This is an optimization exercise on Yosys and OpenROAD, whose aim is small area and a short achievable clock period, not a production implementation. RTL that was checked went through simulation tests only; none was proved equivalent to the original. No functional check of the RTL was part of run 1. Power and IR drop assume default switching activity.

===== flow/config.mk =====
export PLATFORM = sky130hd
export DESIGN_NAME = gshare_predictor
export DESIGN_NICKNAME = gshare_predictor
export VERILOG_FILES = /design/flow/design.v
export SDC_FILE = /design/flow/constraint.sdc
export NUM_CORES = 4
export LEC_CHECK = 0
export CAP_MARGIN = 20
export CORE_MARGIN = 2
export CORE_UTILIZATION = 70
export CTS_BUF_LIST = sky130_fd_sc_hd__clkbuf_8
export CTS_CLUSTER_DIAMETER = 70
export CTS_CLUSTER_SIZE = 16
export PLACE_DENSITY = 0.74
export SETUP_SLACK_MARGIN = 2.5
export SLEW_MARGIN = 20

===== flow/constraint.sdc =====
create_clock -name core_clock -period 7.5 [get_ports {clk}]
set_input_delay 1.5000 -clock core_clock [delete_from_list [all_inputs] [get_ports {clk}]]
set_output_delay 1.5000 -clock core_clock [all_outputs]
set_load 0.01 [all_outputs]

===== flow/flow/gen_upd.py =====
#!/usr/bin/env python3
"""Writes module sat_counter (the PHT next-state logic of rtl/sat_counter.sv)
mapped by hand to sky130_fd_sc_hd cells, five per counter, to the file named
by its argument. flow/run.sh runs it (as flow/gen_upd.py) during the layout."""
import sys

L = []
n = [0]


def cell(typ, **pins):
    n[0] += 1
    conns = ", ".join(f".{p}({s})" for p, s in pins.items())
    L.append(f"  sky130_fd_sc_hd__{typ} u{n[0]} ({conns});")


for i in range(256):
    r, c = i // 16, i % 16
    d, s = f"dir[{i}]", f"sat[{i}]"
    L.append(f"  wire hold_n_{i}, agree_n_{i}, idle_n_{i};")
    cell("o31ai_1", A1=s, A2=f"r_n[{r}]", A3=f"c_n[{c}]", B1=d, Y=f"hold_n_{i}")
    cell("o31ai_1", A1=s, A2=f"c_n[{c}]", A3=f"ra_n[{r}]", B1=f"hold_n_{i}", Y=f"dir_next[{i}]")
    cell("a2bb2oi_1", A1_N=d, A2_N=f"ra[{r}]", B1=d, B2=f"rb_n[{r}]", Y=f"agree_n_{i}")
    cell("a21oi_1", A1=f"r[{r}]", A2=f"c[{c}]", B1=s, Y=f"idle_n_{i}")
    cell("a21oi_1", A1=f"agree_n_{i}", A2=f"c[{c}]", B1=f"idle_n_{i}", Y=f"sat_next[{i}]")

hdr = """// Generated by gen/gen_upd.py: the PHT next-state logic (rtl sat_counter)
// mapped by hand to sky130_fd_sc_hd cells.
module sat_counter (
  input  [255:0] dir,
  input  [255:0] sat,
  input  [15:0]  r,
  input  [15:0]  r_n,
  input  [15:0]  ra,
  input  [15:0]  ra_n,
  input  [15:0]  rb_n,
  input  [15:0]  c,
  input  [15:0]  c_n,
  output [255:0] dir_next,
  output [255:0] sat_next
);
"""
with open(sys.argv[1], "w") as f:
    f.write(hdr + "\n".join(L) + "\nendmodule\n")

===== flow/flow/pht_read.v =====
// Generated by gen/gen_read.py: the PHT read path of gshare_predictor mapped
// by hand to sky130_fd_sc_hd cells (same function as rtl pht_read).
module pht_read (
  input  [7:0]   pc,
  input  [7:0]   h,
  input  [255:0] dir,
  output [7:0]   idx,
  output         taken
);
  wire [7:0] x;
  wire [7:0] xn;
  wire [15:0] qn;
  wire [15:0] lo;
  wire [15:0] lo2;
  wire [15:0] hi;
  wire [127:0] t;
  wire [31:0] u;
  wire [15:0] w;
  wire [3:0] v;
  wire [1:0] y;
  sky130_fd_sc_hd__xor2_2 r1 (.A(pc[0]), .B(h[0]), .X(x[0]));
  sky130_fd_sc_hd__xnor2_2 r2 (.A(pc[0]), .B(h[0]), .Y(xn[0]));
  assign idx[0] = x[0];
  sky130_fd_sc_hd__xor2_2 r3 (.A(pc[1]), .B(h[1]), .X(x[1]));
  sky130_fd_sc_hd__xnor2_2 r4 (.A(pc[1]), .B(h[1]), .Y(xn[1]));
  assign idx[1] = x[1];
  sky130_fd_sc_hd__xor2_2 r5 (.A(pc[2]), .B(h[2]), .X(x[2]));
  sky130_fd_sc_hd__xnor2_2 r6 (.A(pc[2]), .B(h[2]), .Y(xn[2]));
  assign idx[2] = x[2];
  sky130_fd_sc_hd__xor2_2 r7 (.A(pc[3]), .B(h[3]), .X(x[3]));
  sky130_fd_sc_hd__xnor2_2 r8 (.A(pc[3]), .B(h[3]), .Y(xn[3]));
  assign idx[3] = x[3];
  sky130_fd_sc_hd__xor2_2 r9 (.A(pc[4]), .B(h[4]), .X(x[4]));
  sky130_fd_sc_hd__xnor2_2 r10 (.A(pc[4]), .B(h[4]), .Y(xn[4]));
  assign idx[4] = x[4];
  sky130_fd_sc_hd__xor2_2 r11 (.A(pc[5]), .B(h[5]), .X(x[5]));
  sky130_fd_sc_hd__xnor2_2 r12 (.A(pc[5]), .B(h[5]), .Y(xn[5]));
  assign idx[5] = x[5];
  sky130_fd_sc_hd__xor2_2 r13 (.A(pc[6]), .B(h[6]), .X(x[6]));
  sky130_fd_sc_hd__xnor2_2 r14 (.A(pc[6]), .B(h[6]), .Y(xn[6]));
  assign idx[6] = x[6];
  sky130_fd_sc_hd__xor2_2 r15 (.A(pc[7]), .B(h[7]), .X(x[7]));
  sky130_fd_sc_hd__xnor2_2 r16 (.A(pc[7]), .B(h[7]), .Y(xn[7]));
  assign idx[7] = x[7];
  sky130_fd_sc_hd__nand2_4 r17 (.A(xn[0]), .B(xn[1]), .Y(qn[0]));
  sky130_fd_sc_hd__nand2_4 r18 (.A(x[0]), .B(xn[1]), .Y(qn[1]));
  sky130_fd_sc_hd__nand2_4 r19 (.A(xn[0]), .B(x[1]), .Y(qn[2]));
  sky130_fd_sc_hd__nand2_4 r20 (.A(x[0]), .B(x[1]), .Y(qn[3]));
  sky130_fd_sc_hd__nand2_4 r21 (.A(xn[2]), .B(xn[3]), .Y(qn[4]));
  sky130_fd_sc_hd__nand2_4 r22 (.A(x[2]), .B(xn[3]), .Y(qn[5]));
  sky130_fd_sc_hd__nand2_4 r23 (.A(xn[2]), .B(x[3]), .Y(qn[6]));
  sky130_fd_sc_hd__nand2_4 r24 (.A(x[2]), .B(x[3]), .Y(qn[7]));
  sky130_fd_sc_hd__nand2_4 r25 (.A(xn[4]), .B(xn[5]), .Y(qn[8]));
  sky130_fd_sc_hd__nand2_4 r26 (.A(x[4]), .B(xn[5]), .Y(qn[9]));
  sky130_fd_sc_hd__nand2_4 r27 (.A(xn[4]), .B(x[5]), .Y(qn[10]));
  sky130_fd_sc_hd__nand2_4 r28 (.A(x[4]), .B(x[5]), .Y(qn[11]));
  sky130_fd_sc_hd__nand2_4 r29 (.A(xn[6]), .B(xn[7]), .Y(qn[12]));
  sky130_fd_sc_hd__nand2_4 r30 (.A(x[6]), .B(xn[7]), .Y(qn[13]));
  sky130_fd_sc_hd__nand2_4 r31 (.A(xn[6]), .B(x[7]), .Y(qn[14]));
  sky130_fd_sc_hd__nand2_4 r32 (.A(x[6]), .B(x[7]), .Y(qn[15]));
  sky130_fd_sc_hd__nor2_2 r33 (.A(qn[0]), .B(qn[4]), .Y(lo[0]));
  sky130_fd_sc_hd__nor2_2 r34 (.A(qn[0]), .B(qn[4]), .Y(lo2[0]));
  sky130_fd_sc_hd__nor2_1 r35 (.A(qn[8]), .B(qn[12]), .Y(hi[0]));
  sky130_fd_sc_hd__nor2_2 r36 (.A(qn[1]), .B(qn[4]), .Y(lo[1]));
  sky130_fd_sc_hd__nor2_2 r37 (.A(qn[1]), .B(qn[4]), .Y(lo2[1]));
  sky130_fd_sc_hd__nor2_1 r38 (.A(qn[9]), .B(qn[12]), .Y(hi[1]));
  sky130_fd_sc_hd__nor2_2 r39 (.A(qn[2]), .B(qn[4]), .Y(lo[2]));
  sky130_fd_sc_hd__nor2_2 r40 (.A(qn[2]), .B(qn[4]), .Y(lo2[2]));
  sky130_fd_sc_hd__nor2_1 r41 (.A(qn[10]), .B(qn[12]), .Y(hi[2]));
  sky130_fd_sc_hd__nor2_2 r42 (.A(qn[3]), .B(qn[4]), .Y(lo[3]));
  sky130_fd_sc_hd__nor2_2 r43 (.A(qn[3]), .B(qn[4]), .Y(lo2[3]));
  sky130_fd_sc_hd__nor2_1 r44 (.A(qn[11]), .B(qn[12]), .Y(hi[3]));
  sky130_fd_sc_hd__nor2_2 r45 (.A(qn[0]), .B(qn[5]), .Y(lo[4]));
  sky130_fd_sc_hd__nor2_2 r46 (.A(qn[0]), .B(qn[5]), .Y(lo2[4]));
  sky130_fd_sc_hd__nor2_1 r47 (.A(qn[8]), .B(qn[13]), .Y(hi[4]));
  sky130_fd_sc_hd__nor2_2 r48 (.A(qn[1]), .B(qn[5]), .Y(lo[5]));
  sky130_fd_sc_hd__nor2_2 r49 (.A(qn[1]), .B(qn[5]), .Y(lo2[5]));
  sky130_fd_sc_hd__nor2_1 r50 (.A(qn[9]), .B(qn[13]), .Y(hi[5]));
  sky130_fd_sc_hd__nor2_2 r51 (.A(qn[2]), .B(qn[5]), .Y(lo[6]));
  sky130_fd_sc_hd__nor2_2 r52 (.A(qn[2]), .B(qn[5]), .Y(lo2[6]));
  sky130_fd_sc_hd__nor2_1 r53 (.A(qn[10]), .B(qn[13]), .Y(hi[6]));
  sky130_fd_sc_hd__nor2_2 r54 (.A(qn[3]), .B(qn[5]), .Y(lo[7]));
  sky130_fd_sc_hd__nor2_2 r55 (.A(qn[3]), .B(qn[5]), .Y(lo2[7]));
  sky130_fd_sc_hd__nor2_1 r56 (.A(qn[11]), .B(qn[13]), .Y(hi[7]));
  sky130_fd_sc_hd__nor2_2 r57 (.A(qn[0]), .B(qn[6]), .Y(lo[8]));
  sky130_fd_sc_hd__nor2_2 r58 (.A(qn[0]), .B(qn[6]), .Y(lo2[8]));
  sky130_fd_sc_hd__nor2_1 r59 (.A(qn[8]), .B(qn[14]), .Y(hi[8]));
  sky130_fd_sc_hd__nor2_2 r60 (.A(qn[1]), .B(qn[6]), .Y(lo[9]));
  sky130_fd_sc_hd__nor2_2 r61 (.A(qn[1]), .B(qn[6]), .Y(lo2[9]));
  sky130_fd_sc_hd__nor2_1 r62 (.A(qn[9]), .B(qn[14]), .Y(hi[9]));
  sky130_fd_sc_hd__nor2_2 r63 (.A(qn[2]), .B(qn[6]), .Y(lo[10]));
  sky130_fd_sc_hd__nor2_2 r64 (.A(qn[2]), .B(qn[6]), .Y(lo2[10]));
  sky130_fd_sc_hd__nor2_1 r65 (.A(qn[10]), .B(qn[14]), .Y(hi[10]));
  sky130_fd_sc_hd__nor2_2 r66 (.A(qn[3]), .B(qn[6]), .Y(lo[11]));
  sky130_fd_sc_hd__nor2_2 r67 (.A(qn[3]), .B(qn[6]), .Y(lo2[11]));
  sky130_fd_sc_hd__nor2_1 r68 (.A(qn[11]), .B(qn[14]), .Y(hi[11]));
  sky130_fd_sc_hd__nor2_2 r69 (.A(qn[0]), .B(qn[7]), .Y(lo[12]));
  sky130_fd_sc_hd__nor2_2 r70 (.A(qn[0]), .B(qn[7]), .Y(lo2[12]));
  sky130_fd_sc_hd__nor2_1 r71 (.A(qn[8]), .B(qn[15]), .Y(hi[12]));
  sky130_fd_sc_hd__nor2_2 r72 (.A(qn[1]), .B(qn[7]), .Y(lo[13]));
  sky130_fd_sc_hd__nor2_2 r73 (.A(qn[1]), .B(qn[7]), .Y(lo2[13]));
  sky130_fd_sc_hd__nor2_1 r74 (.A(qn[9]), .B(qn[15]), .Y(hi[13]));
  sky130_fd_sc_hd__nor2_2 r75 (.A(qn[2]), .B(qn[7]), .Y(lo[14]));
  sky130_fd_sc_hd__nor2_2 r76 (.A(qn[2]), .B(qn[7]), .Y(lo2[14]));
  sky130_fd_sc_hd__nor2_1 r77 (.A(qn[10]), .B(qn[15]), .Y(hi[14]));
  sky130_fd_sc_hd__nor2_2 r78 (.A(qn[3]), .B(qn[7]), .Y(lo[15]));
  sky130_fd_sc_hd__nor2_2 r79 (.A(qn[3]), .B(qn[7]), .Y(lo2[15]));
  sky130_fd_sc_hd__nor2_1 r80 (.A(qn[11]), .B(qn[15]), .Y(hi[15]));
  sky130_fd_sc_hd__a22oi_1 r81 (.A1(dir[0]), .A2(lo[0]), .B1(dir[1]), .B2(lo[1]), .Y(t[0]));
  sky130_fd_sc_hd__a22oi_1 r82 (.A1(dir[2]), .A2(lo[2]), .B1(dir[3]), .B2(lo[3]), .Y(t[1]));
  sky130_fd_sc_hd__a22oi_1 r83 (.A1(dir[4]), .A2(lo[4]), .B1(dir[5]), .B2(lo[5]), .Y(t[2]));
  sky130_fd_sc_hd__a22oi_1 r84 (.A1(dir[6]), .A2(lo[6]), .B1(dir[7]), .B2(lo[7]), .Y(t[3]));
  sky130_fd_sc_hd__a22oi_1 r85 (.A1(dir[8]), .A2(lo[8]), .B1(dir[9]), .B2(lo[9]), .Y(t[4]));
  sky130_fd_sc_hd__a22oi_1 r86 (.A1(dir[10]), .A2(lo[10]), .B1(dir[11]), .B2(lo[11]), .Y(t[5]));
  sky130_fd_sc_hd__a22oi_1 r87 (.A1(dir[12]), .A2(lo[12]), .B1(dir[13]), .B2(lo[13]), .Y(t[6]));
  sky130_fd_sc_hd__a22oi_1 r88 (.A1(dir[14]), .A2(lo[14]), .B1(dir[15]), .B2(lo[15]), .Y(t[7]));
  sky130_fd_sc_hd__nand4_1 r89 (.A(t[0]), .B(t[1]), .C(t[2]), .D(t[3]), .Y(u[0]));
  sky130_fd_sc_hd__nand4_1 r90 (.A(t[4]), .B(t[5]), .C(t[6]), .D(t[7]), .Y(u[1]));
  sky130_fd_sc_hd__o21ai_1 r91 (.A1(u[0]), .A2(u[1]), .B1(hi[0]), .Y(w[0]));
  sky130_fd_sc_hd__a22oi_1 r92 (.A1(dir[16]), .A2(lo[0]), .B1(dir[17]), .B2(lo[1]), .Y(t[8]));
  sky130_fd_sc_hd__a22oi_1 r93 (.A1(dir[18]), .A2(lo[2]), .B1(dir[19]), .B2(lo[3]), .Y(t[9]));
  sky130_fd_sc_hd__a22oi_1 r94 (.A1(dir[20]), .A2(lo[4]), .B1(dir[21]), .B2(lo[5]), .Y(t[10]));
  sky130_fd_sc_hd__a22oi_1 r95 (.A1(dir[22]), .A2(lo[6]), .B1(dir[23]), .B2(lo[7]), .Y(t[11]));
  sky130_fd_sc_hd__a22oi_1 r96 (.A1(dir[24]), .A2(lo[8]), .B1(dir[25]), .B2(lo[9]), .Y(t[12]));
  sky130_fd_sc_hd__a22oi_1 r97 (.A1(dir[26]), .A2(lo[10]), .B1(dir[27]), .B2(lo[11]), .Y(t[13]));
  sky130_fd_sc_hd__a22oi_1 r98 (.A1(dir[28]), .A2(lo[12]), .B1(dir[29]), .B2(lo[13]), .Y(t[14]));
  sky130_fd_sc_hd__a22oi_1 r99 (.A1(dir[30]), .A2(lo[14]), .B1(dir[31]), .B2(lo[15]), .Y(t[15]));
  sky130_fd_sc_hd__nand4_1 r100 (.A(t[8]), .B(t[9]), .C(t[10]), .D(t[11]), .Y(u[2]));
  sky130_fd_sc_hd__nand4_1 r101 (.A(t[12]), .B(t[13]), .C(t[14]), .D(t[15]), .Y(u[3]));
  sky130_fd_sc_hd__o21ai_1 r102 (.A1(u[2]), .A2(u[3]), .B1(hi[1]), .Y(w[1]));
  sky130_fd_sc_hd__a22oi_1 r103 (.A1(dir[32]), .A2(lo[0]), .B1(dir[33]), .B2(lo[1]), .Y(t[16]));
  sky130_fd_sc_hd__a22oi_1 r104 (.A1(dir[34]), .A2(lo[2]), .B1(dir[35]), .B2(lo[3]), .Y(t[17]));
  sky130_fd_sc_hd__a22oi_1 r105 (.A1(dir[36]), .A2(lo[4]), .B1(dir[37]), .B2(lo[5]), .Y(t[18]));
  sky130_fd_sc_hd__a22oi_1 r106 (.A1(dir[38]), .A2(lo[6]), .B1(dir[39]), .B2(lo[7]), .Y(t[19]));
  sky130_fd_sc_hd__a22oi_1 r107 (.A1(dir[40]), .A2(lo[8]), .B1(dir[41]), .B2(lo[9]), .Y(t[20]));
  sky130_fd_sc_hd__a22oi_1 r108 (.A1(dir[42]), .A2(lo[10]), .B1(dir[43]), .B2(lo[11]), .Y(t[21]));
  sky130_fd_sc_hd__a22oi_1 r109 (.A1(dir[44]), .A2(lo[12]), .B1(dir[45]), .B2(lo[13]), .Y(t[22]));
  sky130_fd_sc_hd__a22oi_1 r110 (.A1(dir[46]), .A2(lo[14]), .B1(dir[47]), .B2(lo[15]), .Y(t[23]));
  sky130_fd_sc_hd__nand4_1 r111 (.A(t[16]), .B(t[17]), .C(t[18]), .D(t[19]), .Y(u[4]));
  sky130_fd_sc_hd__nand4_1 r112 (.A(t[20]), .B(t[21]), .C(t[22]), .D(t[23]), .Y(u[5]));
  sky130_fd_sc_hd__o21ai_1 r113 (.A1(u[4]), .A2(u[5]), .B1(hi[2]), .Y(w[2]));
  sky130_fd_sc_hd__a22oi_1 r114 (.A1(dir[48]), .A2(lo[0]), .B1(dir[49]), .B2(lo[1]), .Y(t[24]));
  sky130_fd_sc_hd__a22oi_1 r115 (.A1(dir[50]), .A2(lo[2]), .B1(dir[51]), .B2(lo[3]), .Y(t[25]));
  sky130_fd_sc_hd__a22oi_1 r116 (.A1(dir[52]), .A2(lo[4]), .B1(dir[53]), .B2(lo[5]), .Y(t[26]));
  sky130_fd_sc_hd__a22oi_1 r117 (.A1(dir[54]), .A2(lo[6]), .B1(dir[55]), .B2(lo[7]), .Y(t[27]));
  sky130_fd_sc_hd__a22oi_1 r118 (.A1(dir[56]), .A2(lo[8]), .B1(dir[57]), .B2(lo[9]), .Y(t[28]));
  sky130_fd_sc_hd__a22oi_1 r119 (.A1(dir[58]), .A2(lo[10]), .B1(dir[59]), .B2(lo[11]), .Y(t[29]));
  sky130_fd_sc_hd__a22oi_1 r120 (.A1(dir[60]), .A2(lo[12]), .B1(dir[61]), .B2(lo[13]), .Y(t[30]));
  sky130_fd_sc_hd__a22oi_1 r121 (.A1(dir[62]), .A2(lo[14]), .B1(dir[63]), .B2(lo[15]), .Y(t[31]));
  sky130_fd_sc_hd__nand4_1 r122 (.A(t[24]), .B(t[25]), .C(t[26]), .D(t[27]), .Y(u[6]));
  sky130_fd_sc_hd__nand4_1 r123 (.A(t[28]), .B(t[29]), .C(t[30]), .D(t[31]), .Y(u[7]));
  sky130_fd_sc_hd__o21ai_1 r124 (.A1(u[6]), .A2(u[7]), .B1(hi[3]), .Y(w[3]));
  sky130_fd_sc_hd__a22oi_1 r125 (.A1(dir[64]), .A2(lo[0]), .B1(dir[65]), .B2(lo[1]), .Y(t[32]));
  sky130_fd_sc_hd__a22oi_1 r126 (.A1(dir[66]), .A2(lo[2]), .B1(dir[67]), .B2(lo[3]), .Y(t[33]));
  sky130_fd_sc_hd__a22oi_1 r127 (.A1(dir[68]), .A2(lo[4]), .B1(dir[69]), .B2(lo[5]), .Y(t[34]));
  sky130_fd_sc_hd__a22oi_1 r128 (.A1(dir[70]), .A2(lo[6]), .B1(dir[71]), .B2(lo[7]), .Y(t[35]));
  sky130_fd_sc_hd__a22oi_1 r129 (.A1(dir[72]), .A2(lo[8]), .B1(dir[73]), .B2(lo[9]), .Y(t[36]));
  sky130_fd_sc_hd__a22oi_1 r130 (.A1(dir[74]), .A2(lo[10]), .B1(dir[75]), .B2(lo[11]), .Y(t[37]));
  sky130_fd_sc_hd__a22oi_1 r131 (.A1(dir[76]), .A2(lo[12]), .B1(dir[77]), .B2(lo[13]), .Y(t[38]));
  sky130_fd_sc_hd__a22oi_1 r132 (.A1(dir[78]), .A2(lo[14]), .B1(dir[79]), .B2(lo[15]), .Y(t[39]));
  sky130_fd_sc_hd__nand4_1 r133 (.A(t[32]), .B(t[33]), .C(t[34]), .D(t[35]), .Y(u[8]));
  sky130_fd_sc_hd__nand4_1 r134 (.A(t[36]), .B(t[37]), .C(t[38]), .D(t[39]), .Y(u[9]));
  sky130_fd_sc_hd__o21ai_1 r135 (.A1(u[8]), .A2(u[9]), .B1(hi[4]), .Y(w[4]));
  sky130_fd_sc_hd__a22oi_1 r136 (.A1(dir[80]), .A2(lo[0]), .B1(dir[81]), .B2(lo[1]), .Y(t[40]));
  sky130_fd_sc_hd__a22oi_1 r137 (.A1(dir[82]), .A2(lo[2]), .B1(dir[83]), .B2(lo[3]), .Y(t[41]));
  sky130_fd_sc_hd__a22oi_1 r138 (.A1(dir[84]), .A2(lo[4]), .B1(dir[85]), .B2(lo[5]), .Y(t[42]));
  sky130_fd_sc_hd__a22oi_1 r139 (.A1(dir[86]), .A2(lo[6]), .B1(dir[87]), .B2(lo[7]), .Y(t[43]));
  sky130_fd_sc_hd__a22oi_1 r140 (.A1(dir[88]), .A2(lo[8]), .B1(dir[89]), .B2(lo[9]), .Y(t[44]));
  sky130_fd_sc_hd__a22oi_1 r141 (.A1(dir[90]), .A2(lo[10]), .B1(dir[91]), .B2(lo[11]), .Y(t[45]));
  sky130_fd_sc_hd__a22oi_1 r142 (.A1(dir[92]), .A2(lo[12]), .B1(dir[93]), .B2(lo[13]), .Y(t[46]));
  sky130_fd_sc_hd__a22oi_1 r143 (.A1(dir[94]), .A2(lo[14]), .B1(dir[95]), .B2(lo[15]), .Y(t[47]));
  sky130_fd_sc_hd__nand4_1 r144 (.A(t[40]), .B(t[41]), .C(t[42]), .D(t[43]), .Y(u[10]));
  sky130_fd_sc_hd__nand4_1 r145 (.A(t[44]), .B(t[45]), .C(t[46]), .D(t[47]), .Y(u[11]));
  sky130_fd_sc_hd__o21ai_1 r146 (.A1(u[10]), .A2(u[11]), .B1(hi[5]), .Y(w[5]));
  sky130_fd_sc_hd__a22oi_1 r147 (.A1(dir[96]), .A2(lo[0]), .B1(dir[97]), .B2(lo[1]), .Y(t[48]));
  sky130_fd_sc_hd__a22oi_1 r148 (.A1(dir[98]), .A2(lo[2]), .B1(dir[99]), .B2(lo[3]), .Y(t[49]));
  sky130_fd_sc_hd__a22oi_1 r149 (.A1(dir[100]), .A2(lo[4]), .B1(dir[101]), .B2(lo[5]), .Y(t[50]));
  sky130_fd_sc_hd__a22oi_1 r150 (.A1(dir[102]), .A2(lo[6]), .B1(dir[103]), .B2(lo[7]), .Y(t[51]));
  sky130_fd_sc_hd__a22oi_1 r151 (.A1(dir[104]), .A2(lo[8]), .B1(dir[105]), .B2(lo[9]), .Y(t[52]));
  sky130_fd_sc_hd__a22oi_1 r152 (.A1(dir[106]), .A2(lo[10]), .B1(dir[107]), .B2(lo[11]), .Y(t[53]));
  sky130_fd_sc_hd__a22oi_1 r153 (.A1(dir[108]), .A2(lo[12]), .B1(dir[109]), .B2(lo[13]), .Y(t[54]));
  sky130_fd_sc_hd__a22oi_1 r154 (.A1(dir[110]), .A2(lo[14]), .B1(dir[111]), .B2(lo[15]), .Y(t[55]));
  sky130_fd_sc_hd__nand4_1 r155 (.A(t[48]), .B(t[49]), .C(t[50]), .D(t[51]), .Y(u[12]));
  sky130_fd_sc_hd__nand4_1 r156 (.A(t[52]), .B(t[53]), .C(t[54]), .D(t[55]), .Y(u[13]));
  sky130_fd_sc_hd__o21ai_1 r157 (.A1(u[12]), .A2(u[13]), .B1(hi[6]), .Y(w[6]));
  sky130_fd_sc_hd__a22oi_1 r158 (.A1(dir[112]), .A2(lo[0]), .B1(dir[113]), .B2(lo[1]), .Y(t[56]));
  sky130_fd_sc_hd__a22oi_1 r159 (.A1(dir[114]), .A2(lo[2]), .B1(dir[115]), .B2(lo[3]), .Y(t[57]));
  sky130_fd_sc_hd__a22oi_1 r160 (.A1(dir[116]), .A2(lo[4]), .B1(dir[117]), .B2(lo[5]), .Y(t[58]));
  sky130_fd_sc_hd__a22oi_1 r161 (.A1(dir[118]), .A2(lo[6]), .B1(dir[119]), .B2(lo[7]), .Y(t[59]));
  sky130_fd_sc_hd__a22oi_1 r162 (.A1(dir[120]), .A2(lo[8]), .B1(dir[121]), .B2(lo[9]), .Y(t[60]));
  sky130_fd_sc_hd__a22oi_1 r163 (.A1(dir[122]), .A2(lo[10]), .B1(dir[123]), .B2(lo[11]), .Y(t[61]));
  sky130_fd_sc_hd__a22oi_1 r164 (.A1(dir[124]), .A2(lo[12]), .B1(dir[125]), .B2(lo[13]), .Y(t[62]));
  sky130_fd_sc_hd__a22oi_1 r165 (.A1(dir[126]), .A2(lo[14]), .B1(dir[127]), .B2(lo[15]), .Y(t[63]));
  sky130_fd_sc_hd__nand4_1 r166 (.A(t[56]), .B(t[57]), .C(t[58]), .D(t[59]), .Y(u[14]));
  sky130_fd_sc_hd__nand4_1 r167 (.A(t[60]), .B(t[61]), .C(t[62]), .D(t[63]), .Y(u[15]));
  sky130_fd_sc_hd__o21ai_1 r168 (.A1(u[14]), .A2(u[15]), .B1(hi[7]), .Y(w[7]));
  sky130_fd_sc_hd__a22oi_1 r169 (.A1(dir[128]), .A2(lo2[0]), .B1(dir[129]), .B2(lo2[1]), .Y(t[64]));
  sky130_fd_sc_hd__a22oi_1 r170 (.A1(dir[130]), .A2(lo2[2]), .B1(dir[131]), .B2(lo2[3]), .Y(t[65]));
  sky130_fd_sc_hd__a22oi_1 r171 (.A1(dir[132]), .A2(lo2[4]), .B1(dir[133]), .B2(lo2[5]), .Y(t[66]));
  sky130_fd_sc_hd__a22oi_1 r172 (.A1(dir[134]), .A2(lo2[6]), .B1(dir[135]), .B2(lo2[7]), .Y(t[67]));
  sky130_fd_sc_hd__a22oi_1 r173 (.A1(dir[136]), .A2(lo2[8]), .B1(dir[137]), .B2(lo2[9]), .Y(t[68]));
  sky130_fd_sc_hd__a22oi_1 r174 (.A1(dir[138]), .A2(lo2[10]), .B1(dir[139]), .B2(lo2[11]), .Y(t[69]));
  sky130_fd_sc_hd__a22oi_1 r175 (.A1(dir[140]), .A2(lo2[12]), .B1(dir[141]), .B2(lo2[13]), .Y(t[70]));
  sky130_fd_sc_hd__a22oi_1 r176 (.A1(dir[142]), .A2(lo2[14]), .B1(dir[143]), .B2(lo2[15]), .Y(t[71]));
  sky130_fd_sc_hd__nand4_1 r177 (.A(t[64]), .B(t[65]), .C(t[66]), .D(t[67]), .Y(u[16]));
  sky130_fd_sc_hd__nand4_1 r178 (.A(t[68]), .B(t[69]), .C(t[70]), .D(t[71]), .Y(u[17]));
  sky130_fd_sc_hd__o21ai_1 r179 (.A1(u[16]), .A2(u[17]), .B1(hi[8]), .Y(w[8]));
  sky130_fd_sc_hd__a22oi_1 r180 (.A1(dir[144]), .A2(lo2[0]), .B1(dir[145]), .B2(lo2[1]), .Y(t[72]));
  sky130_fd_sc_hd__a22oi_1 r181 (.A1(dir[146]), .A2(lo2[2]), .B1(dir[147]), .B2(lo2[3]), .Y(t[73]));
  sky130_fd_sc_hd__a22oi_1 r182 (.A1(dir[148]), .A2(lo2[4]), .B1(dir[149]), .B2(lo2[5]), .Y(t[74]));
  sky130_fd_sc_hd__a22oi_1 r183 (.A1(dir[150]), .A2(lo2[6]), .B1(dir[151]), .B2(lo2[7]), .Y(t[75]));
  sky130_fd_sc_hd__a22oi_1 r184 (.A1(dir[152]), .A2(lo2[8]), .B1(dir[153]), .B2(lo2[9]), .Y(t[76]));
  sky130_fd_sc_hd__a22oi_1 r185 (.A1(dir[154]), .A2(lo2[10]), .B1(dir[155]), .B2(lo2[11]), .Y(t[77]));
  sky130_fd_sc_hd__a22oi_1 r186 (.A1(dir[156]), .A2(lo2[12]), .B1(dir[157]), .B2(lo2[13]), .Y(t[78]));
  sky130_fd_sc_hd__a22oi_1 r187 (.A1(dir[158]), .A2(lo2[14]), .B1(dir[159]), .B2(lo2[15]), .Y(t[79]));
  sky130_fd_sc_hd__nand4_1 r188 (.A(t[72]), .B(t[73]), .C(t[74]), .D(t[75]), .Y(u[18]));
  sky130_fd_sc_hd__nand4_1 r189 (.A(t[76]), .B(t[77]), .C(t[78]), .D(t[79]), .Y(u[19]));
  sky130_fd_sc_hd__o21ai_1 r190 (.A1(u[18]), .A2(u[19]), .B1(hi[9]), .Y(w[9]));
  sky130_fd_sc_hd__a22oi_1 r191 (.A1(dir[160]), .A2(lo2[0]), .B1(dir[161]), .B2(lo2[1]), .Y(t[80]));
  sky130_fd_sc_hd__a22oi_1 r192 (.A1(dir[162]), .A2(lo2[2]), .B1(dir[163]), .B2(lo2[3]), .Y(t[81]));
  sky130_fd_sc_hd__a22oi_1 r193 (.A1(dir[164]), .A2(lo2[4]), .B1(dir[165]), .B2(lo2[5]), .Y(t[82]));
  sky130_fd_sc_hd__a22oi_1 r194 (.A1(dir[166]), .A2(lo2[6]), .B1(dir[167]), .B2(lo2[7]), .Y(t[83]));
  sky130_fd_sc_hd__a22oi_1 r195 (.A1(dir[168]), .A2(lo2[8]), .B1(dir[169]), .B2(lo2[9]), .Y(t[84]));
  sky130_fd_sc_hd__a22oi_1 r196 (.A1(dir[170]), .A2(lo2[10]), .B1(dir[171]), .B2(lo2[11]), .Y(t[85]));
  sky130_fd_sc_hd__a22oi_1 r197 (.A1(dir[172]), .A2(lo2[12]), .B1(dir[173]), .B2(lo2[13]), .Y(t[86]));
  sky130_fd_sc_hd__a22oi_1 r198 (.A1(dir[174]), .A2(lo2[14]), .B1(dir[175]), .B2(lo2[15]), .Y(t[87]));
  sky130_fd_sc_hd__nand4_1 r199 (.A(t[80]), .B(t[81]), .C(t[82]), .D(t[83]), .Y(u[20]));
  sky130_fd_sc_hd__nand4_1 r200 (.A(t[84]), .B(t[85]), .C(t[86]), .D(t[87]), .Y(u[21]));
  sky130_fd_sc_hd__o21ai_1 r201 (.A1(u[20]), .A2(u[21]), .B1(hi[10]), .Y(w[10]));
  sky130_fd_sc_hd__a22oi_1 r202 (.A1(dir[176]), .A2(lo2[0]), .B1(dir[177]), .B2(lo2[1]), .Y(t[88]));
  sky130_fd_sc_hd__a22oi_1 r203 (.A1(dir[178]), .A2(lo2[2]), .B1(dir[179]), .B2(lo2[3]), .Y(t[89]));
  sky130_fd_sc_hd__a22oi_1 r204 (.A1(dir[180]), .A2(lo2[4]), .B1(dir[181]), .B2(lo2[5]), .Y(t[90]));
  sky130_fd_sc_hd__a22oi_1 r205 (.A1(dir[182]), .A2(lo2[6]), .B1(dir[183]), .B2(lo2[7]), .Y(t[91]));
  sky130_fd_sc_hd__a22oi_1 r206 (.A1(dir[184]), .A2(lo2[8]), .B1(dir[185]), .B2(lo2[9]), .Y(t[92]));
  sky130_fd_sc_hd__a22oi_1 r207 (.A1(dir[186]), .A2(lo2[10]), .B1(dir[187]), .B2(lo2[11]), .Y(t[93]));
  sky130_fd_sc_hd__a22oi_1 r208 (.A1(dir[188]), .A2(lo2[12]), .B1(dir[189]), .B2(lo2[13]), .Y(t[94]));
  sky130_fd_sc_hd__a22oi_1 r209 (.A1(dir[190]), .A2(lo2[14]), .B1(dir[191]), .B2(lo2[15]), .Y(t[95]));
  sky130_fd_sc_hd__nand4_1 r210 (.A(t[88]), .B(t[89]), .C(t[90]), .D(t[91]), .Y(u[22]));
  sky130_fd_sc_hd__nand4_1 r211 (.A(t[92]), .B(t[93]), .C(t[94]), .D(t[95]), .Y(u[23]));
  sky130_fd_sc_hd__o21ai_1 r212 (.A1(u[22]), .A2(u[23]), .B1(hi[11]), .Y(w[11]));
  sky130_fd_sc_hd__a22oi_1 r213 (.A1(dir[192]), .A2(lo2[0]), .B1(dir[193]), .B2(lo2[1]), .Y(t[96]));
  sky130_fd_sc_hd__a22oi_1 r214 (.A1(dir[194]), .A2(lo2[2]), .B1(dir[195]), .B2(lo2[3]), .Y(t[97]));
  sky130_fd_sc_hd__a22oi_1 r215 (.A1(dir[196]), .A2(lo2[4]), .B1(dir[197]), .B2(lo2[5]), .Y(t[98]));
  sky130_fd_sc_hd__a22oi_1 r216 (.A1(dir[198]), .A2(lo2[6]), .B1(dir[199]), .B2(lo2[7]), .Y(t[99]));
  sky130_fd_sc_hd__a22oi_1 r217 (.A1(dir[200]), .A2(lo2[8]), .B1(dir[201]), .B2(lo2[9]), .Y(t[100]));
  sky130_fd_sc_hd__a22oi_1 r218 (.A1(dir[202]), .A2(lo2[10]), .B1(dir[203]), .B2(lo2[11]), .Y(t[101]));
  sky130_fd_sc_hd__a22oi_1 r219 (.A1(dir[204]), .A2(lo2[12]), .B1(dir[205]), .B2(lo2[13]), .Y(t[102]));
  sky130_fd_sc_hd__a22oi_1 r220 (.A1(dir[206]), .A2(lo2[14]), .B1(dir[207]), .B2(lo2[15]), .Y(t[103]));
  sky130_fd_sc_hd__nand4_1 r221 (.A(t[96]), .B(t[97]), .C(t[98]), .D(t[99]), .Y(u[24]));
  sky130_fd_sc_hd__nand4_1 r222 (.A(t[100]), .B(t[101]), .C(t[102]), .D(t[103]), .Y(u[25]));
  sky130_fd_sc_hd__o21ai_1 r223 (.A1(u[24]), .A2(u[25]), .B1(hi[12]), .Y(w[12]));
  sky130_fd_sc_hd__a22oi_1 r224 (.A1(dir[208]), .A2(lo2[0]), .B1(dir[209]), .B2(lo2[1]), .Y(t[104]));
  sky130_fd_sc_hd__a22oi_1 r225 (.A1(dir[210]), .A2(lo2[2]), .B1(dir[211]), .B2(lo2[3]), .Y(t[105]));
  sky130_fd_sc_hd__a22oi_1 r226 (.A1(dir[212]), .A2(lo2[4]), .B1(dir[213]), .B2(lo2[5]), .Y(t[106]));
  sky130_fd_sc_hd__a22oi_1 r227 (.A1(dir[214]), .A2(lo2[6]), .B1(dir[215]), .B2(lo2[7]), .Y(t[107]));
  sky130_fd_sc_hd__a22oi_1 r228 (.A1(dir[216]), .A2(lo2[8]), .B1(dir[217]), .B2(lo2[9]), .Y(t[108]));
  sky130_fd_sc_hd__a22oi_1 r229 (.A1(dir[218]), .A2(lo2[10]), .B1(dir[219]), .B2(lo2[11]), .Y(t[109]));
  sky130_fd_sc_hd__a22oi_1 r230 (.A1(dir[220]), .A2(lo2[12]), .B1(dir[221]), .B2(lo2[13]), .Y(t[110]));
  sky130_fd_sc_hd__a22oi_1 r231 (.A1(dir[222]), .A2(lo2[14]), .B1(dir[223]), .B2(lo2[15]), .Y(t[111]));
  sky130_fd_sc_hd__nand4_1 r232 (.A(t[104]), .B(t[105]), .C(t[106]), .D(t[107]), .Y(u[26]));
  sky130_fd_sc_hd__nand4_1 r233 (.A(t[108]), .B(t[109]), .C(t[110]), .D(t[111]), .Y(u[27]));
  sky130_fd_sc_hd__o21ai_1 r234 (.A1(u[26]), .A2(u[27]), .B1(hi[13]), .Y(w[13]));
  sky130_fd_sc_hd__a22oi_1 r235 (.A1(dir[224]), .A2(lo2[0]), .B1(dir[225]), .B2(lo2[1]), .Y(t[112]));
  sky130_fd_sc_hd__a22oi_1 r236 (.A1(dir[226]), .A2(lo2[2]), .B1(dir[227]), .B2(lo2[3]), .Y(t[113]));
  sky130_fd_sc_hd__a22oi_1 r237 (.A1(dir[228]), .A2(lo2[4]), .B1(dir[229]), .B2(lo2[5]), .Y(t[114]));
  sky130_fd_sc_hd__a22oi_1 r238 (.A1(dir[230]), .A2(lo2[6]), .B1(dir[231]), .B2(lo2[7]), .Y(t[115]));
  sky130_fd_sc_hd__a22oi_1 r239 (.A1(dir[232]), .A2(lo2[8]), .B1(dir[233]), .B2(lo2[9]), .Y(t[116]));
  sky130_fd_sc_hd__a22oi_1 r240 (.A1(dir[234]), .A2(lo2[10]), .B1(dir[235]), .B2(lo2[11]), .Y(t[117]));
  sky130_fd_sc_hd__a22oi_1 r241 (.A1(dir[236]), .A2(lo2[12]), .B1(dir[237]), .B2(lo2[13]), .Y(t[118]));
  sky130_fd_sc_hd__a22oi_1 r242 (.A1(dir[238]), .A2(lo2[14]), .B1(dir[239]), .B2(lo2[15]), .Y(t[119]));
  sky130_fd_sc_hd__nand4_1 r243 (.A(t[112]), .B(t[113]), .C(t[114]), .D(t[115]), .Y(u[28]));
  sky130_fd_sc_hd__nand4_1 r244 (.A(t[116]), .B(t[117]), .C(t[118]), .D(t[119]), .Y(u[29]));
  sky130_fd_sc_hd__o21ai_1 r245 (.A1(u[28]), .A2(u[29]), .B1(hi[14]), .Y(w[14]));
  sky130_fd_sc_hd__a22oi_1 r246 (.A1(dir[240]), .A2(lo2[0]), .B1(dir[241]), .B2(lo2[1]), .Y(t[120]));
  sky130_fd_sc_hd__a22oi_1 r247 (.A1(dir[242]), .A2(lo2[2]), .B1(dir[243]), .B2(lo2[3]), .Y(t[121]));
  sky130_fd_sc_hd__a22oi_1 r248 (.A1(dir[244]), .A2(lo2[4]), .B1(dir[245]), .B2(lo2[5]), .Y(t[122]));
  sky130_fd_sc_hd__a22oi_1 r249 (.A1(dir[246]), .A2(lo2[6]), .B1(dir[247]), .B2(lo2[7]), .Y(t[123]));
  sky130_fd_sc_hd__a22oi_1 r250 (.A1(dir[248]), .A2(lo2[8]), .B1(dir[249]), .B2(lo2[9]), .Y(t[124]));
  sky130_fd_sc_hd__a22oi_1 r251 (.A1(dir[250]), .A2(lo2[10]), .B1(dir[251]), .B2(lo2[11]), .Y(t[125]));
  sky130_fd_sc_hd__a22oi_1 r252 (.A1(dir[252]), .A2(lo2[12]), .B1(dir[253]), .B2(lo2[13]), .Y(t[126]));
  sky130_fd_sc_hd__a22oi_1 r253 (.A1(dir[254]), .A2(lo2[14]), .B1(dir[255]), .B2(lo2[15]), .Y(t[127]));
  sky130_fd_sc_hd__nand4_1 r254 (.A(t[120]), .B(t[121]), .C(t[122]), .D(t[123]), .Y(u[30]));
  sky130_fd_sc_hd__nand4_1 r255 (.A(t[124]), .B(t[125]), .C(t[126]), .D(t[127]), .Y(u[31]));
  sky130_fd_sc_hd__o21ai_1 r256 (.A1(u[30]), .A2(u[31]), .B1(hi[15]), .Y(w[15]));
  sky130_fd_sc_hd__nand4_2 r257 (.A(w[0]), .B(w[1]), .C(w[2]), .D(w[3]), .Y(v[0]));
  sky130_fd_sc_hd__nand4_2 r258 (.A(w[4]), .B(w[5]), .C(w[6]), .D(w[7]), .Y(v[1]));
  sky130_fd_sc_hd__nand4_2 r259 (.A(w[8]), .B(w[9]), .C(w[10]), .D(w[11]), .Y(v[2]));
  sky130_fd_sc_hd__nand4_2 r260 (.A(w[12]), .B(w[13]), .C(w[14]), .D(w[15]), .Y(v[3]));
  sky130_fd_sc_hd__nor2_2 r261 (.A(v[0]), .B(v[1]), .Y(y[0]));
  sky130_fd_sc_hd__nor2_2 r262 (.A(v[2]), .B(v[3]), .Y(y[1]));
  sky130_fd_sc_hd__nand2_2 r263 (.A(y[0]), .B(y[1]), .Y(taken));
endmodule

===== flow/design.v =====
package bp_pkg;
    localparam int unsigned HIST_W_DEF = 8;
    localparam int unsigned CNT_W_DEF  = 2;
    localparam int unsigned PC_W_DEF   = 32;
    localparam int unsigned MODE_GLOBAL = 0;
    localparam int unsigned MODE_GSHARE = 1;
    localparam logic [CNT_W_DEF-1:0] WEAK_NT = 2'b01;
    function automatic integer weak_nt(input integer cnt_w);
        weak_nt = (1 << (cnt_w - 1)) - 1;
    endfunction
endpackage
module sat_counter (
    input  logic [255:0] dir,
    input  logic [255:0] sat,
    input  logic [15:0]  r,
    input  logic [15:0]  r_n,
    input  logic [15:0]  ra,
    input  logic [15:0]  ra_n,
    input  logic [15:0]  rb_n,
    input  logic [15:0]  c,
    input  logic [15:0]  c_n,
    output logic [255:0] dir_next,
    output logic [255:0] sat_next
);
    for (genvar i = 0; i < 256; i++) begin : g_cnt
        localparam int R = i / 16;
        localparam int C = i % 16;
        logic hold_n, agree_n, idle_n;
        assign hold_n      = ~((sat[i] | r_n[R] | c_n[C]) & dir[i]);
        assign dir_next[i] = ~((sat[i] | c_n[C] | ra_n[R]) & hold_n);
        assign agree_n     = ~((~dir[i] & ~ra[R]) | (dir[i] & rb_n[R]));
        assign idle_n      = ~((r[R] & c[C]) | sat[i]);
        assign sat_next[i] = ~((agree_n & c[C]) | idle_n);
    end
endmodule
module gshare_predictor #(
    parameter int unsigned HIST_W = bp_pkg::HIST_W_DEF,
    parameter int unsigned PC_W   = bp_pkg::PC_W_DEF
) (
    input  logic              clk,
    input  logic              rst_n,
    input  logic              Pred_Valid,
    input  logic [PC_W-1:0]   Pred_PC,
    output logic              Pred_Taken,
    output logic [HIST_W-1:0] Pred_Index,
    input  logic              Upd_Valid,
    input  logic [HIST_W-1:0] Upd_Index,
    input  logic              Upd_Taken,
    input  logic              Upd_Mispredict,
    output logic [15:0]       Mispred_Count
);
    localparam int unsigned DEPTH = 2 ** HIST_W;
    logic [HIST_W-1:0] spec_hist;
    logic [HIST_W-1:0] arch_hist;
    logic [DEPTH-1:0]  dir;
    logic [DEPTH-1:0]  sat;
    logic              flush;
    pht_read u_read (
        .pc    (Pred_PC[HIST_W+1:2]),
        .h     (spec_hist),
        .dir   (dir),
        .idx   (Pred_Index),
        .taken (Pred_Taken)
    );
    logic [15:0] r, r_n, ra, ra_n, rb_n, c, c_n;
    logic [DEPTH-1:0] dir_next;
    logic [DEPTH-1:0] sat_next;
    always_comb begin
        for (int k = 0; k < 16; k++) begin
            r[k]    = Upd_Valid && (Upd_Index[7:4] == 4'(k));
            r_n[k]  = !r[k];
            ra[k]   = r[k] && Upd_Taken;
            ra_n[k] = !ra[k];
            rb_n[k] = !(r[k] && !Upd_Taken);
            c[k]    = (Upd_Index[3:0] == 4'(k));
            c_n[k]  = !c[k];
        end
    end
    sat_counter u_upd (
        .dir      (dir),
        .sat      (sat),
        .r        (r),
        .r_n      (r_n),
        .ra       (ra),
        .ra_n     (ra_n),
        .rb_n     (rb_n),
        .c        (c),
        .c_n      (c_n),
        .dir_next (dir_next),
        .sat_next (sat_next)
    );
    always_ff @(posedge clk or negedge rst_n) begin
        if (!rst_n) begin
            dir <= '0;
            sat <= '0;
        end else begin
            dir <= dir_next;
            sat <= sat_next;
        end
    end
    assign flush = Upd_Valid && Upd_Mispredict;
    always_ff @(posedge clk or negedge rst_n) begin
        if (!rst_n) begin
            spec_hist <= '0;
            arch_hist <= '0;
        end else begin
            if (Upd_Valid) begin
                arch_hist <= {arch_hist[HIST_W-2:0], Upd_Taken};
            end
            if (flush) begin
                spec_hist <= {arch_hist[HIST_W-2:0], Upd_Taken};
            end else if (Pred_Valid) begin
                spec_hist <= {spec_hist[HIST_W-2:0], Pred_Taken};
            end
        end
    end
    always_ff @(posedge clk or negedge rst_n) begin
        if (!rst_n) begin
            Mispred_Count <= '0;
        end else if (flush && (Mispred_Count != 16'hFFFF)) begin
            Mispred_Count <= Mispred_Count + 16'd1;
        end
    end
endmodule
module pht_read (
    input  logic [7:0]   pc,
    input  logic [7:0]   h,
    input  logic [255:0] dir,
    output logic [7:0]   idx,
    output logic         taken
);
    assign idx   = pc ^ h;
    assign taken = dir[idx];
endmodule

===== flow/flow/run.sh =====
#!/bin/bash
# Layout with a hand-mapped PHT read path and PHT next-state logic:
#  1. the standard synthesis, with modules pht_read and sat_counter left
#     as black boxes;
#  2. the black boxes filled with flow/pht_read.v (sky130 cells, generated by
#     gen/gen_read.py) and the output of flow/gen_upd.py (sky130 cells), and
#     the netlist flattened as the standard synthesis does;
#  3. the standard layout of that netlist, with buf_2 port buffers
#     and no CTS dummy loads.
set -euo pipefail
W=$PWD
LIB=$FLOW_HOME/platforms/$FLOW_PLATFORM/lib/sky130_fd_sc_hd__tt_025C_1v80.lib
YOSYS=$FLOW_HOME/../tools/install/yosys/bin/yosys
[[ -x $YOSYS ]] || YOSYS=$(command -v yosys)

SYNTH_BLACKBOXES="pht_read sat_counter" bash standard.sh "$W/orfs/results/$FLOW_PLATFORM/gshare_predictor/base/1_2_yosys.v" > synth.log 2>&1
cp orfs/results/$FLOW_PLATFORM/gshare_predictor/base/1_2_yosys.v synth_bb.v
python3 flow/gen_upd.py $W/sat_counter_map.v

cat > link.ys <<EOT
read_liberty -lib $LIB
read_verilog $W/synth_bb.v
read_verilog $W/flow/pht_read.v
read_verilog $W/sat_counter_map.v
hierarchy -check -top $FLOW_TOP
flatten
opt_clean -purge
check -assert
stat
write_verilog -noattr -nohex -nodec $W/linked.v
EOT
$YOSYS -s link.ys > link.log 2>&1

rm -rf orfs
export BUFFER_PORTS_ARGS="-buffer_cell sky130_fd_sc_hd__buf_2"
export CTS_ARGS="-sink_clustering_enable -repair_clock_nets -sink_clustering_size 16 -sink_clustering_max_diameter 70 -buf_list sky130_fd_sc_hd__clkbuf_8 -dont_use_dummy_load"
SYNTH_NETLIST_FILES=$W/linked.v bash standard.sh > standard.log 2>&1

===== flow/standard.sh =====
#!/bin/bash
# synth_recipe.tcl (not shown) runs the flow's synth.tcl, then flattens the netlist and writes it again
# the make line also repeats each setting of config.mk as NAME=value (left out here)
make -C /OpenROAD-flow-scripts/flow DESIGN_CONFIG=/design/flow/config.mk WORK_HOME=/design/flow/orfs CLKGATE_MAP_FILE= SYNTH_SCRIPT=/design/flow/synth_recipe.tcl "${@:-finish}"

==> results of run 1 <==
## timing repair
| action | in CTS | in global routing |
|---|---|---|
| resized for setup | 63 | 21 |
| pin swaps | 32 | 22 |
| cloned | 0 | 0 |
| hold endpoints to repair | 0 | 0 |
| buffers inserted | 26 | 3 |
| hold buffers | 0 | 0 |
| endpoints found under the setup margin | 1 | 1 |
## sequential cells by signal, indices dropped and copies added (netlist names)
name	cells
arch_hist	7
dir	256
Mispred_Count	16
sat	256
spec_hist	8
## cell usage in the layout, fill, tap and decap left out, drive strengths merged, types with 15 or more instances in the layout
cell	n
a22oi	128
inv	44
buf	124
dfrtp	543
nor2	69
a2bb2oi	256
o21ai	16
nand4	47
nand2	50
a21oi	521
clkbuf	40
xnor2	15
o31ai	512
## layer usage
metal  vias up  track usage  wire length (um)  part of all wire
met5         -            0                 0                 0
met1     11300        0.601             30800              0.35
met3       478        0.135             12100              0.14
met2      1937        0.676             39100              0.44
met4         0        0.289              6090             0.069
li1       9761            -                 -                 -
## worst paths after layout
| kind | from | endpoint | slack (ns) | cells past startpoint |
|---|---|---|---|---|
| min in group asynchronous | rst_n | sat[135] | 0.91 | 1 |
| max in group asynchronous | rst_n | dir[51] | 5.07 | 2 |
| min reg2reg | sat[185] | dir[185] | 0.47 | 1 |
| min | sat[185] | dir[185] | 0.47 | 1 |
| max reg2reg | spec_hist[2] | spec_hist[0] | 4.48 | 13 |
| max | Pred_PC[2] | Pred_Taken | 2.40 | 13 |
## power breakdown
group	switching, mW	internal, mW	total (mW)
logic	0.708	0.367	1.08
clock network	0.937	0.482	1.42
registers	0.238	3.14	3.38
total	1.88	3.99	5.87
## cell type report
cell class | instances | area share
antenna | 3 | 0.000267
clock buffer | 40 | 0.0196
inverter | 44 | 0.00587
multi-input combinational | 1712 | 0.435
sequential | 543 | 0.483
tap | 461 | 0.0205
timing repair buffer | 124 | 0.0352
## metrics by stage
step                power [mW]  worst slack [ns]
finish                    5.87              2.40
global route              6.06              2.39
CTS                       5.79              2.50
detailed placement        4.30              2.08
global placement          4.24              2.12
floorplan                 3.90              3.27
## critical path: cells and delay by family
kind            cells  cell delay (ns)
compound gates      2             0.41
xor+xnor            1             0.19
buf+inv             4             0.60
simple gates        6             0.88
==> run_results.csv, run 1 <==
group,metric,value,unit
detailed_routing,drt_pass1_iterations,10,
global_route,grt.total_usage,0.459,
die,die_x,195,um
cts,cts_sinks,543,
cts,clkTransAtPathRegs,0.09,ns
finish,fillerInstances,2312,
setup_path,path_class,"in -> out",
setup_path,endpoint_kind,"primary output",
setup_path,critical-path-max-stage-delay,0.29,ns
sta,drv_slew,0,
synth,avgSynthCellArea,11.1,sq um
finish,multi_input_area,0.0122,sq mm
sta,fin_tns_setup,0,ns
global_route,grt_pass1_wl,133000,um
sta,period_share,0.680,
global_route,antenna_found_initial,2,
hold_path,hold_class,"reg -> reg",
synth,syn_area,0.0255,sq mm
die,core_area,0.0357,sq mm
detailed_routing,drc,0,
finish,fin_util,0.787,
pwr,p_per_area,209,mW/mm^2
detailed_routing,drt-initial-drc-count,3813,
placement,dp_hpwl,50800,um
cts,clock_latency,0.66,ns
synth,ys_warn_count,0,
finish,instances_no_fill,2927,
placement,gp_congestion,0.904,
die,dieArea,0.0380,sq mm
finish,area_growth,10.2,%
sta,rsz0062_at_grt,"yes",
placement,port_buffers,46,
sta,hold-worst-slack,0.471,ns
detailed_routing,ant_nets,0,
setup_path,worstPathRequired,6.00,ns
global_route,first_global_vias,22800,
die,io_pins,71,
sta,max_freq,0.196,GHz
finish,fin_nets,2512,
cts,cts_buffer_depth,3,
sta,relSlewSlack,0.293,
global_route,grt_start_max_net_pins,184,
cts,cts_buffers,40,
setup_path,critPathSlowestCell,"nand4_1",
die,die_height,195,um
placement,post_dp_cell_area,0.0268,sq mm
sta,tightest_slew,1.06,ns
global_route,overflow,0,
detailed_routing,routedWlPerCell,30.1,um
detailed_routing,viasPerCell,8.02,
cts,root_buffer,"clkbuf_8",
finish,fin_area,0.0281,sq mm
setup_path,path_cells,"buf_4, xor2_4, nand2_4, buf_12, nor2_4, buf_12, a22oi_1, nand4_1, o21ai_2, nand4_2, nor2_4, nand2_4, buf_6",
run_status,status,"complete, no violations",
die,placementRows,69,
placement,dp_cells,2855,
setup_path,critPathLaunchType,"input port",
synth,syn_nets,2356,
sta,setup_viol,0,
cts,htreeDepth,2,
pwr,power_leakage,11.7,nW
sta,skew,0.0206,ns
cts,cts_tree,"done",
detailed_routing,routed_wl,88100,um
sta,hold_violations,0,
pwr,ir_drop,0.167,mV
setup_path,crit_fanout,8,
finish,post_route_cells_drive_above_1_share,0.122,
sta,fin_crit,5.10,ns
job,maxCapViolations,0,
die,start_util,0.714,
detailed_routing,vias,23500,
finish,seq_area,0.0136,sq mm
synth,syn_inst,2309,
setup_path,cp.arrival,3.60,ns
==> run 2: changes to the inputs <==
--- a/flow/design.v
+++ b/flow/design.v
@@ -13,10 +13,8 @@
     input  logic [255:0] dir,
     input  logic [255:0] sat,
-    input  logic [15:0]  r,
     input  logic [15:0]  r_n,
     input  logic [15:0]  ra,
     input  logic [15:0]  ra_n,
     input  logic [15:0]  rb_n,
-    input  logic [15:0]  c,
     input  logic [15:0]  c_n,
     output logic [255:0] dir_next,
@@ -26,10 +24,10 @@
         localparam int R = i / 16;
         localparam int C = i % 16;
-        logic hold_n, agree_n, idle_n;
+        logic hold_n, differ_n, keep_n;
         assign hold_n      = ~((sat[i] | r_n[R] | c_n[C]) & dir[i]);
         assign dir_next[i] = ~((sat[i] | c_n[C] | ra_n[R]) & hold_n);
-        assign agree_n     = ~((~dir[i] & ~ra[R]) | (dir[i] & rb_n[R]));
-        assign idle_n      = ~((r[R] & c[C]) | sat[i]);
-        assign sat_next[i] = ~((agree_n & c[C]) | idle_n);
+        assign differ_n    = ~((~dir[i] & ~rb_n[R]) | (dir[i] & ra[R]));
+        assign keep_n      = ~((r_n[R] | c_n[C]) & sat[i]);
+        assign sat_next[i] = ~((differ_n | c_n[C]) & keep_n);
     end
 endmodule
@@ -63,16 +61,14 @@
         .taken (Pred_Taken)
     );
-    logic [15:0] r, r_n, ra, ra_n, rb_n, c, c_n;
+    logic [15:0] r_n, ra, ra_n, rb_n, c_n;
     logic [DEPTH-1:0] dir_next;
     logic [DEPTH-1:0] sat_next;
     always_comb begin
         for (int k = 0; k < 16; k++) begin
-            r[k]    = Upd_Valid && (Upd_Index[7:4] == 4'(k));
-            r_n[k]  = !r[k];
-            ra[k]   = r[k] && Upd_Taken;
+            r_n[k]  = !(Upd_Valid && (Upd_Index[7:4] == 4'(k)));
+            ra[k]   = !r_n[k] && Upd_Taken;
             ra_n[k] = !ra[k];
-            rb_n[k] = !(r[k] && !Upd_Taken);
-            c[k]    = (Upd_Index[3:0] == 4'(k));
-            c_n[k]  = !c[k];
+            rb_n[k] = !(!r_n[k] && !Upd_Taken);
+            c_n[k]  = (Upd_Index[3:0] != 4'(k));
         end
     end
@@ -80,10 +76,8 @@
         .dir      (dir),
         .sat      (sat),
-        .r        (r),
         .r_n      (r_n),
         .ra       (ra),
         .ra_n     (ra_n),
         .rb_n     (rb_n),
-        .c        (c),
         .c_n      (c_n),
         .dir_next (dir_next),
--- a/flow/flow/run.sh
+++ b/flow/flow/run.sh
@@ -34,4 +34,4 @@
 rm -rf orfs
 export BUFFER_PORTS_ARGS="-buffer_cell sky130_fd_sc_hd__buf_2"
-export CTS_ARGS="-sink_clustering_enable -repair_clock_nets -sink_clustering_size 16 -sink_clustering_max_diameter 70 -buf_list sky130_fd_sc_hd__clkbuf_8 -dont_use_dummy_load"
+export CTS_ARGS="-sink_clustering_enable -repair_clock_nets -sink_clustering_size 24 -sink_clustering_max_diameter 80 -buf_list sky130_fd_sc_hd__clkbuf_16 -dont_use_dummy_load"
 SYNTH_NETLIST_FILES=$W/linked.v bash standard.sh > standard.log 2>&1
--- a/flow/flow/gen_upd.py
+++ b/flow/flow/gen_upd.py
@@ -18,10 +18,10 @@
     r, c = i // 16, i % 16
     d, s = f"dir[{i}]", f"sat[{i}]"
-    L.append(f"  wire hold_n_{i}, agree_n_{i}, idle_n_{i};")
+    L.append(f"  wire hold_n_{i}, differ_n_{i}, keep_n_{i};")
     cell("o31ai_1", A1=s, A2=f"r_n[{r}]", A3=f"c_n[{c}]", B1=d, Y=f"hold_n_{i}")
     cell("o31ai_1", A1=s, A2=f"c_n[{c}]", A3=f"ra_n[{r}]", B1=f"hold_n_{i}", Y=f"dir_next[{i}]")
-    cell("a2bb2oi_1", A1_N=d, A2_N=f"ra[{r}]", B1=d, B2=f"rb_n[{r}]", Y=f"agree_n_{i}")
-    cell("a21oi_1", A1=f"r[{r}]", A2=f"c[{c}]", B1=s, Y=f"idle_n_{i}")
-    cell("a21oi_1", A1=f"agree_n_{i}", A2=f"c[{c}]", B1=f"idle_n_{i}", Y=f"sat_next[{i}]")
+    cell("a2bb2oi_1", A1_N=d, A2_N=f"rb_n[{r}]", B1=d, B2=f"ra[{r}]", Y=f"differ_n_{i}")
+    cell("o21ai_0", A1=f"r_n[{r}]", A2=f"c_n[{c}]", B1=s, Y=f"keep_n_{i}")
+    cell("o21ai_0", A1=f"differ_n_{i}", A2=f"c_n[{c}]", B1=f"keep_n_{i}", Y=f"sat_next[{i}]")
 
 hdr = """// Generated by gen/gen_upd.py: the PHT next-state logic (rtl sat_counter)
@@ -30,10 +30,8 @@
   input  [255:0] dir,
   input  [255:0] sat,
-  input  [15:0]  r,
   input  [15:0]  r_n,
   input  [15:0]  ra,
   input  [15:0]  ra_n,
   input  [15:0]  rb_n,
-  input  [15:0]  c,
   input  [15:0]  c_n,
   output [255:0] dir_next,
--- a/flow/config.mk
+++ b/flow/config.mk
@@ -9,8 +9,8 @@
 export CORE_MARGIN = 2
 export CORE_UTILIZATION = 70
-export CTS_BUF_LIST = sky130_fd_sc_hd__clkbuf_8
-export CTS_CLUSTER_DIAMETER = 70
-export CTS_CLUSTER_SIZE = 16
+export CTS_BUF_LIST = sky130_fd_sc_hd__clkbuf_16
+export CTS_CLUSTER_DIAMETER = 80
+export CTS_CLUSTER_SIZE = 24
 export PLACE_DENSITY = 0.74
-export SETUP_SLACK_MARGIN = 2.5
+export SETUP_SLACK_MARGIN = 3.0
 export SLEW_MARGIN = 20
==> run_results.csv, run 2 <==
group,metric,value,unit
die,die_height,195,um
setup_path,rrSetupSlack,4.54,ns
hold_path,hold_class,"reg -> reg",
job,maxCapViolations,0,
die,start_util,0.713,
finish,seq_area,0.0136,sq mm
die,placementRows,69,
global_route,overflow,0,
cts,htreeDepth,1,
sta,setup_viol,0,
sta,fin_tns_setup,0,ns
setup_path,critPathLaunchType,"input port",
global_route,grt_start_max_net_pins,157,
die,io_pins,71,
sta,hold_violations,0,
sta,period_share,0.669,
setup_path,cp.arrival,3.52,ns
global_route,first_global_vias,21700,
synth,syn_nets,2344,
cts,clock_latency,0.62,ns
run_status,status,"complete, no violations",
placement,gp_congestion,0.850,
detailed_routing,vias,22600,
sta,rsz0062_at_grt,"yes",
detailed_routing,drc,0,
cts,cts_sinks,543,
setup_path,setup.worst_path.end,"Pred_Taken",
finish,fin_area,0.0284,sq mm
setup_path,reg2reg_from,"spec_hist[0]",
setup_path,crit_fanout,8,
pwr,p_total,5.86,mW
die,core_area,0.0357,sq mm
sta,fin_crit,5.02,ns
sta,drv_slew,0,
pwr,ir_drop,0.182,mV
placement,port_buffers,46,
detailed_routing,routedWlPerCell,27.5,um
detailed_routing,drt_pass1_iterations,8,
setup_path,path_class,"in -> out",
placement,post_dp_cell_area,0.0265,sq mm
sta,tightest_slew,1.05,ns
cts,cts_buffer_depth,3,
sta,max_freq,0.199,GHz
finish,fillerInstances,2256,
finish,final_common_cell,"dfrtp_1",
finish,layout_common_cells,"dfrtp_1 (543), o21ai_0 (520), o31ai_1 (512)",
cts,cts_tree,"done",
sta,relSlewSlack,0.299,
setup_path,endpoint_kind,"primary output",
pwr,p_per_area,207,mW/mm^2
synth,syn_area,0.0255,sq mm
detailed_routing,drt-initial-drc-count,3398,
die,dieArea,0.0379,sq mm
pwr,power_leakage,11.9,nW
die,die_x,195,um
global_route,grt_pass1_wl,122000,um
global_route,grt.total_usage,0.413,
setup_path,r2r_end,"spec_hist[0]",
finish,reg_top3,"dir x256, sat x256, Mispred_Count x16",
synth,syn_inst,2297,
cts,root_buffer,"clkbuf_16",
cts,cts_buffers,28,
cts,clkTransAtPathRegs,0.09,ns
detailed_routing,routed_wl,79700,um
placement,dp_hpwl,43300,um
setup_path,worstPathRequired,6.00,ns
synth,avgSynthCellArea,11.1,sq um
setup_path,rr_worst_depth,13,
finish,fin_nets,2482,
setup_path,crit_start,"Pred_PC[4]",
detailed_routing,ant_nets,0,
finish,multi_input_area,0.0122,sq mm
finish,area_growth,11.3,%
finish,post_route_cells_drive_above_1_share,0.116,
sta,skew,0.0343,ns
sta,hold-worst-slack,0.452,ns
global_route,antenna_found_initial,2,
detailed_routing,viasPerCell,7.79,
synth,ys_warn_count,0,
-- run 2: cell types whose count changed in the layout (fill, tap and decap cells not counted), moves of 12 or more --
cell,change
clkbuf_16,+28
nor3_1,+12
nand2_1,+12
clkbuf_8,-40
buf_12,+14
a21oi_1,-521
buf_4,-27
o21ai_0,+520
inv_1,-16
-- run 2: worst min-delay path by stage --
stage	from	slack (ns)	endpoint	cells past startpoint
after floorplan	arch_hist[6]	0.45	spec_hist[7]	2
after global placement	sat[82]	0.45	dir[82]	1
after detailed placement	sat[116]	0.46	dir[116]	1
after CTS	sat[116]	0.45	dir[116]	1
after global routing	sat[247]	0.46	dir[247]	1
final	sat[247]	0.45	dir[247]	1
-- run 2: metrics by stage --
step | worst slack (ns) | std cells | utilization
after floorplan | 3.27 | 2297 | -
after global placement | 2.25 | 2815 | 0.741
after detailed placement | 2.21 | 2815 | 0.741
after CTS | 2.64 | 2885 | 0.788
after global routing | 2.51 | 2895 | 0.793
final | 2.48 | 2895 | 0.793
-- run 2: layout make-up --
cell class                      count  area share
Sequential cell                   543       0.479
Multi-Input combinational cell   1716       0.431
Timing Repair Buffer              118      0.0406
Clock buffer                       28      0.0247
Tap cell                          461      0.0203
Inverter                           28     0.00371
Antenna cell                        1   0.0000882
-- run 2: metal layers --
layer  part of all wire  GRT usage
met1               0.38      0.591
met2               0.44      0.613
met3               0.13     0.0982
met4              0.046      0.171
met5                  0          0
-- run 2: timing repair --
item                                    4_1_cts  5_1_grt
hold buffers                                  0        0
gates resized for setup                      84       12
endpoints found under the setup margin        1        1
pin swaps                                    58       28
buffers inserted                             42        9
-- run 2: power breakdown --
group          switching, mW  internal [mW]  leakage, nW
Clock                  0.938          0.664        0.345
Sequential             0.196           3.09         7.45
Combinational          0.623          0.348         4.10
Total                   1.76           4.11         11.9
-- run 2: worst max-delay path: stages --
cell and delay [ns]:
buf_6 0.12, xnor2_4 0.30, nand2_4 0.19, buf_12 0.19, nor2_4 0.38, a22oi_1 0.18
nand4_1 0.16, o21ai_2 0.12, nand4_2 0.13, nor2_2 0.05, nand2_2 0.08, buf_6 0.11

afterwards: timing with drivers on the ports:
In the flow no input, the clock included, has a driving cell. The finished layouts below were timed again as built, in two steps. Step 1, drivers: a clkbuf_16 drives clk and a buf_2 each remaining input, both assumed. Step 2 times the ports against the registers' clock, not the clock port: input delays grow and output delays shrink by t, the midpoint of the rising clock arrivals with the driver on. Three values: ideal, step 1, step 2; two values: the first two.
run	shift t [ns]	setup slack, ns	clock arrival spread, ns
run 1	0.703	2.401 / 2.364 / 2.364	0.028 / 0.028
run 2	0.656	2.483 / 2.449 / 2.449	0.037 / 0.036
After both steps every run listed still meets setup and hold. The setup slack of run 1, which loses most, moves by -0.037 ns with the drivers and by -0.037 ns with both steps.
